Background: an optimization exercise with open tools, aiming at small area and few clock cycles. Do not read the settings as production practice.
In this exercise RTL edits were held to simulation tests only and were not proved equivalent to the original.

## pw_conv_top
module pw_conv_top (
    input  logic               ap_clk,
    input  logic               areset,
    input  logic               ap_start,
    input  logic [31:0]        num_weights,
    input  logic [31:0]        num_bias,
    input  logic [31:0]        num_pixels,
    input  logic [15:0]        cfg_quant_m,
    input  logic [4:0]         cfg_quant_n,
    input  logic               cfg_use_relu,
    input  logic [127:0]       param_data,
    input  logic               param_valid,
    input  logic [63:0]        pixel_data,
    input  logic               pixel_valid,
    output logic               ap_idle,
    output logic               ap_done,
    output logic               param_ready,
    output logic               pixel_ready,
    output logic [63:0]        out_data,
    output logic               out_valid,
    output logic               out_last
);
    localparam int PARAM_W     = 128;
    localparam int PIXEL_W     = 64;
    localparam int LANES       = 8;
    localparam int PARAM_BYTES = PARAM_W / 8;
    localparam int PIXEL_BYTES = PIXEL_W / 8;
    localparam int SIZE_W      = 32;
    localparam int LANE_W      = 8;
    localparam int BIAS_LANE_W = 16;
    localparam int WT_W        = LANES * LANE_W;
    localparam int MEM_DEPTH     = 16;
    localparam int MEM_AW        = 4;
    localparam int PARAM_IDX_LSB = 4;
    localparam int PIXEL_IDX_LSB = 3;
    localparam int RESET_CYCLES = 8;
    localparam int RST_CNT_W    = 3;
    localparam int QM_W    = 16;
    localparam int QN_W    = 5;
    localparam int ACC_W   = 17;
    localparam int SCALE_W = ACC_W + QM_W + 1;
    localparam int Q_MAX   = 127;
    localparam int Q_MIN   = -128;
    localparam logic [2:0] ST_IDLE         = 3'd0;
    localparam logic [2:0] ST_RESET        = 3'd1;
    localparam logic [2:0] ST_LOAD_WEIGHTS = 3'd2;
    localparam logic [2:0] ST_LOAD_BIAS    = 3'd3;
    localparam logic [2:0] ST_START        = 3'd4;
  ...
Size: ~16,000 cells after synthesis, about 390 I/O pins.
==> flow/config.mk <==
export PLATFORM = sky130hd
export DESIGN_NAME = pw_conv_top
export DESIGN_NICKNAME = pw_conv_top
export VERILOG_FILES = /design/flow/design.v
export SDC_FILE = /design/flow/constraint.sdc
export NUM_CORES = 4
export LEC_CHECK = 0
export ABC_AREA = 1
export CAP_MARGIN = 20
export CORE_MARGIN = 2
export CORE_UTILIZATION = 55
export CTS_CLUSTER_DIAMETER = 70
export CTS_CLUSTER_SIZE = 35
export GPL_TIMING_DRIVEN = 0
export PLACE_DENSITY = 0.65
export SLEW_MARGIN = 20
export SYNTH_HIERARCHICAL = 1
export SYNTH_MINIMUM_KEEP_SIZE = 0
==> flow/constraint.sdc <==
create_clock -name core_clock -period 12.0 [get_ports {ap_clk}]
set_input_delay 2.4000 -clock core_clock [delete_from_list [all_inputs] [get_ports {ap_clk}]]
set_output_delay 2.4000 -clock core_clock [all_outputs]
set_load 0.01 [all_outputs]
standard.sh (not shown) runs the stock make flow with config.mk's settings and CLKGATE_MAP_FILE= SYNTH_SCRIPT=/design/flow/synth_recipe.tcl, a recipe that flattens the netlist after the stock synthesis.
==> flow/flow/run.sh <==
#!/bin/bash
# The standard layout, with the input and output port buffers made of
# buf_2 cells instead of the delay cells buffer_ports picks by default.
# All tool output goes to standard.log; ORFS's own step logs stay under orfs/logs.
set -euo pipefail
export BUFFER_PORTS_ARGS="-buffer_cell sky130_fd_sc_hd__buf_2"
bash standard.sh > standard.log 2>&1
The starting point finished with timing, DRC and antenna clean.
Testbench counts at the start, summed over its fixed seeds: cycles 15,005.
Change:
--- a/flow/design.v
+++ b/flow/design.v
@@ -1495,17 +1495,14 @@
     logic [7:0]         q_n   [LANES];
     logic               v1, l1, v2, l2;
     logic [63:0]        out_r;
     logic [31:7]        keep_mask;
     logic [8:0]         m_one, m_two;
     logic [7:0]         m_neg;
     logic [17:0]        mx;
-    logic [15:0]        m_r;
-    logic [4:0]         n_r;
-    logic               relu_r;
     logic [8:0]         px_ext [LANES];
     always_comb begin
         for (int i = 0; i < LANES; i++) begin
             px_ext[i] = {pixel_data[i*8 +: 8], 1'b0};
         end
     end
     for (genvar g = 0; g < LANES; g++) begin : g_mac
@@ -1524,54 +1521,51 @@
             v2 <= 1'b0;
         end else begin
             v1 <= pfire;
             v2 <= v1;
         end
         l1    <= pcnt_n == xb;
         l2    <= l1;
-        m_r    <= cfg_quant_m;
-        n_r    <= cfg_quant_n;
-        relu_r <= cfg_use_relu;
         for (int i = 0; i < LANES; i++) begin
             for (int k = 0; k < 4; k++) begin
                 pd_one[i][k] <= px_ext[i][2*k+1] ^ px_ext[i][2*k];
                 pd_two[i][k] <= (px_ext[i][2*k+2] & ~px_ext[i][2*k+1] & ~px_ext[i][2*k]) |
                                 (~px_ext[i][2*k+2] & px_ext[i][2*k+1] & px_ext[i][2*k]);
                 pd_neg[i][k] <= px_ext[i][2*k+2] & ~(px_ext[i][2*k+1] & px_ext[i][2*k]);
             end
         end
         psel  <= p_t8;
         for (int i = 0; i < LANES; i++) begin
             out_r[i*8 +: 8] <= q_n[i];
         end
     end
     always_comb begin
-        mx = {1'b0, m_r, 1'b0};
+        mx = {1'b0, cfg_quant_m, 1'b0};
         for (int k = 0; k < 9; k++) begin
             m_one[k] = mx[2*k+1] ^ mx[2*k];
             m_two[k] = (k < 8) ? ((mx[2*k+2] & ~mx[2*k+1] & ~mx[2*k]) |
                                   (~mx[2*k+2] & mx[2*k+1] & mx[2*k])) : 1'b0;
         end
         for (int k = 0; k < 8; k++) begin
             m_neg[k] = mx[2*k+2] & ~(mx[2*k+1] & mx[2*k]);
         end
     end
     always_comb begin
         for (int b = 7; b < 32; b++) begin
-            keep_mask[b] = (6'(b) >= {1'b0, n_r} + 6'd7);
+            keep_mask[b] = (6'(b) >= {1'b0, cfg_quant_n} + 6'd7);
         end
     end
     for (genvar g = 0; g < LANES; g++) begin : g_lane
         pw_requant u_rq (
             .acc       (acc_n[g]),
             .one       (m_one),
             .two       (m_two),
             .neg       (m_neg),
-            .n         (n_r),
-            .relu      (relu_r),
+            .n         (cfg_quant_n),
+            .relu      (cfg_use_relu),
             .keep_mask (keep_mask),
             .q         (q_n[g])
         );
     end
     assign out_data  = out_r;
     assign out_valid = v2;
     assign out_last  = l2;
=> Die area drops by 0.72%; wire length falls by 1.4%; global-route usage hardly moves; setup slack is worse by 25 ps; hold slack loses 3.7 ps; cell area fell by about 0.9%; register-to-register slack degrades by 20 ps.
Testbench counts after the change, summed over its fixed seeds: cycles 15,005.

---

pw_conv_top, a different RTL version from the one above (not shown whole).
For scale: ~17,000 cells after synthesis, ~3,300 flip-flops, roughly 390 I/O pins, about 0.16 mm^2 of cells after synthesis.
Settings: LEC_CHECK=0, ABC_AREA=1, CAP_MARGIN=20, CORE_MARGIN=2, CORE_UTILIZATION=55, CTS_CLUSTER_DIAMETER=70, CTS_CLUSTER_SIZE=35, GPL_TIMING_DRIVEN=0, PLACE_DENSITY=0.65, SLEW_MARGIN=20, SYNTH_HIERARCHICAL=1, SYNTH_MINIMUM_KEEP_SIZE=0; clock period 12.0 ns.
Scripts as last shown in full above: flow/flow/run.sh
The starting point went through all stages and came out clean.
Testbench counts at the start, summed over its fixed seeds: cycles 15,005.
==> next run, changes <==
--- a/flow/design.v
+++ b/flow/design.v
@@ -30,27 +30,35 @@
 module pw_fa (input logic a, input logic b, input logic c, output logic s, output logic co);
     assign s  = a ^ b ^ c;
     assign co = (a & b) | (a & c) | (b & c);
 endmodule
 module pw_ha (input logic a, input logic b, output logic s, output logic co);
     assign s  = a ^ b;
     assign co = a & b;
 endmodule
 module pw_mac (
-    input  logic [3:0]  one,
-    input  logic [3:0]  two,
-    input  logic [3:0]  neg,
+    input  logic [7:0]  p,
     input  logic [7:0]  w,
     input  logic [15:0] b,
     output logic [16:0] acc
 );
+    logic [8:0] px;
+    logic [3:0] one, two, neg;
     logic [8:0] we;
+    assign px = {p, 1'b0};
     assign we = {w[7], w};
+    always_comb begin
+        for (int k = 0; k < 4; k++) begin
+            one[k] = px[2*k+1] ^ px[2*k];
+            two[k] = (px[2*k+2] & ~px[2*k+1] & ~px[2*k]) | (~px[2*k+2] & px[2*k+1] & px[2*k]);
+            neg[k] = px[2*k+2] & ~(px[2*k+1] & px[2*k]);
+        end
+    end
     logic [8:0] sel0;
     assign sel0 = ({9{one[0]}} & we | {9{two[0]}} & {we[7:0], 1'b0}) ^ {9{neg[0]}};
     logic [8:0] sel1;
     assign sel1 = ({9{one[1]}} & we | {9{two[1]}} & {we[7:0], 1'b0}) ^ {9{neg[1]}};
     logic [8:0] sel2;
     assign sel2 = ({9{one[2]}} & we | {9{two[2]}} & {we[7:0], 1'b0}) ^ {9{neg[2]}};
     logic [8:0] sel3;
     assign sel3 = ({9{one[3]}} & we | {9{two[3]}} & {we[7:0], 1'b0}) ^ {9{neg[3]}};
     logic t1;
@@ -1647,85 +1655,74 @@
         wring[8] <= w_in8;
         bring[8] <= b_in8;
         for (int i = 1; i < 16; i++) begin
             if (i != 8) begin
                 wring[i] <= wring[i-1];
                 bring[i] <= bring[i-1];
             end
         end
     end
-    logic [3:0]         pd_one [LANES];
-    logic [3:0]         pd_two [LANES];
-    logic [3:0]         pd_neg [LANES];
+    logic [63:0]        pix_r;
     logic [16:0]        acc_n [LANES];
     logic [7:0]         q_n   [LANES];
     logic               v1, l1, v2, l2;
     logic [63:0]        out_r;
     logic [31:7]        keep_mask;
     logic [7:0]         m_s1, m_s2, m_s3;
-    logic [8:0]         px_ext [LANES];
-    always_comb begin
-        for (int i = 0; i < LANES; i++) begin
-            px_ext[i] = {pixel_data[i*8 +: 8], 1'b0};
-        end
-    end
+    logic [15:0]        m_r;
+    logic [4:0]         n_r;
+    logic               relu_r;
     for (genvar g = 0; g < LANES; g++) begin : g_mac
         pw_mac u_mac (
-            .one (pd_one[g]),
-            .two (pd_two[g]),
-            .neg (pd_neg[g]),
+            .p   (pix_r[g*8 +: 8]),
             .w   (psel ? wring[8][g*8 +: 8]   : wring[0][g*8 +: 8]),
             .b   (psel ? bring[8][g*16 +: 16] : bring[0][g*16 +: 16]),
             .acc (acc_n[g])
         );
     end
     always_ff @(posedge ap_clk) begin
         if (areset) begin
             v1 <= 1'b0;
             v2 <= 1'b0;
         end else begin
             v1 <= pfire;
             v2 <= v1;
         end
         l1    <= pcnt_n == xb;
         l2    <= l1;
-        for (int i = 0; i < LANES; i++) begin
-            for (int k = 0; k < 4; k++) begin
-                pd_one[i][k] <= px_ext[i][2*k+1] ^ px_ext[i][2*k];
-                pd_two[i][k] <= (px_ext[i][2*k+2] & ~px_ext[i][2*k+1] & ~px_ext[i][2*k]) |
-                                (~px_ext[i][2*k+2] & px_ext[i][2*k+1] & px_ext[i][2*k]);
-                pd_neg[i][k] <= px_ext[i][2*k+2] & ~(px_ext[i][2*k+1] & px_ext[i][2*k]);
-            end
-        end
+        pix_r  <= pixel_data;
+        m_r    <= cfg_quant_m;
+        n_r    <= cfg_quant_n;
+        relu_r <= cfg_use_relu;
         psel  <= p_t8;
         for (int i = 0; i < LANES; i++) begin
             out_r[i*8 +: 8] <= q_n[i];
         end
     end
     always_comb begin
         for (int k = 0; k < 8; k++) begin
-            m_s1[k] = (cfg_quant_m[2*k+1 -: 2] == 2'd1);
-            m_s2[k] = (cfg_quant_m[2*k+1 -: 2] == 2'd2);
-            m_s3[k] = (cfg_quant_m[2*k+1 -: 2] == 2'd3);
+            m_s1[k] = (m_r[2*k+1 -: 2] == 2'd1);
+            m_s2[k] = (m_r[2*k+1 -: 2] == 2'd2);
+            m_s3[k] = (m_r[2*k+1 -: 2] == 2'd3);
         end
     end
     always_comb begin
         for (int b = 7; b < 32; b++) begin
-            keep_mask[b] = (6'(b) >= {1'b0, cfg_quant_n} + 6'd7);
+            keep_mask[b] = (6'(b) >= {1'b0, n_r} + 6'd7);
         end
     end
     for (genvar g = 0; g < LANES; g++) begin : g_lane
         pw_requant u_rq (
             .acc       (acc_n[g]),
             .s1        (m_s1),
             .s2        (m_s2),
             .s3        (m_s3),
-            .n         (cfg_quant_n),
-            .relu      (cfg_use_relu),
+            .n         (n_r),
+            .relu      (relu_r),
             .keep_mask (keep_mask),
             .q         (q_n[g])
         );
     end
     assign out_data  = out_r;
     assign out_valid = v2;
     assign out_last  = l2;
 endmodule
Effect: Count of clock-buffer cells in the layout fell by 3; flip-flop and latch count is lower by 10; final area climbs by 0.76%; core utilization increases by 0.41 points; via count goes up by 0.92%; first-iteration DRC count went up by 0.74%.
Testbench counts after the change, summed over its fixed seeds: cycles 15,005.

port drivers added, routing unchanged:
In the flow no input, the clock included, has a driving cell. The finished layouts below were timed again as built, in two steps.
Step 1 (the two cells are an assumption about what drives the block):
set clk [get_ports {ap_clk}]
set_driving_cell -lib_cell sky130_fd_sc_hd__clkbuf_16 $clk
set_driving_cell -lib_cell sky130_fd_sc_hd__buf_2 [delete_from_list [all_inputs] $clk]
Step 2, shift: input delay + t, output delay - t, t = (earliest + latest rising clock arrival at the registers) / 2. This alone moves slack from input paths to output paths.
Slacks: no drivers / after step 1 / after step 2; pairs: no drivers / after step 1.
| run | t (ns) | slack for setup (ns) | hold WS [ns] | worst setup path at the end | cell pins on the clock port's net |
|---|---|---|---|---|---|
| the first run of note 1 | 0.949 | 0.429 / 0.429 / 0.429 | 0.267 / 0.267 / 0.267 | register to register | 1 |
| the second run of note 1 | 1.001 | 0.405 / 0.405 / 0.405 | 0.264 / 0.264 / 0.264 | register to register | 1 |
| the first run of note 2 | 0.960 | 0.497 / 0.497 / 0.497 | 0.296 / 0.296 / 0.296 | register to register | 1 |
| the second run of note 2 | 0.962 | 0.364 / 0.364 / 0.364 | 0.293 / 0.293 / 0.293 | register to register | 1 |
After both steps setup and hold are still met in every run listed.
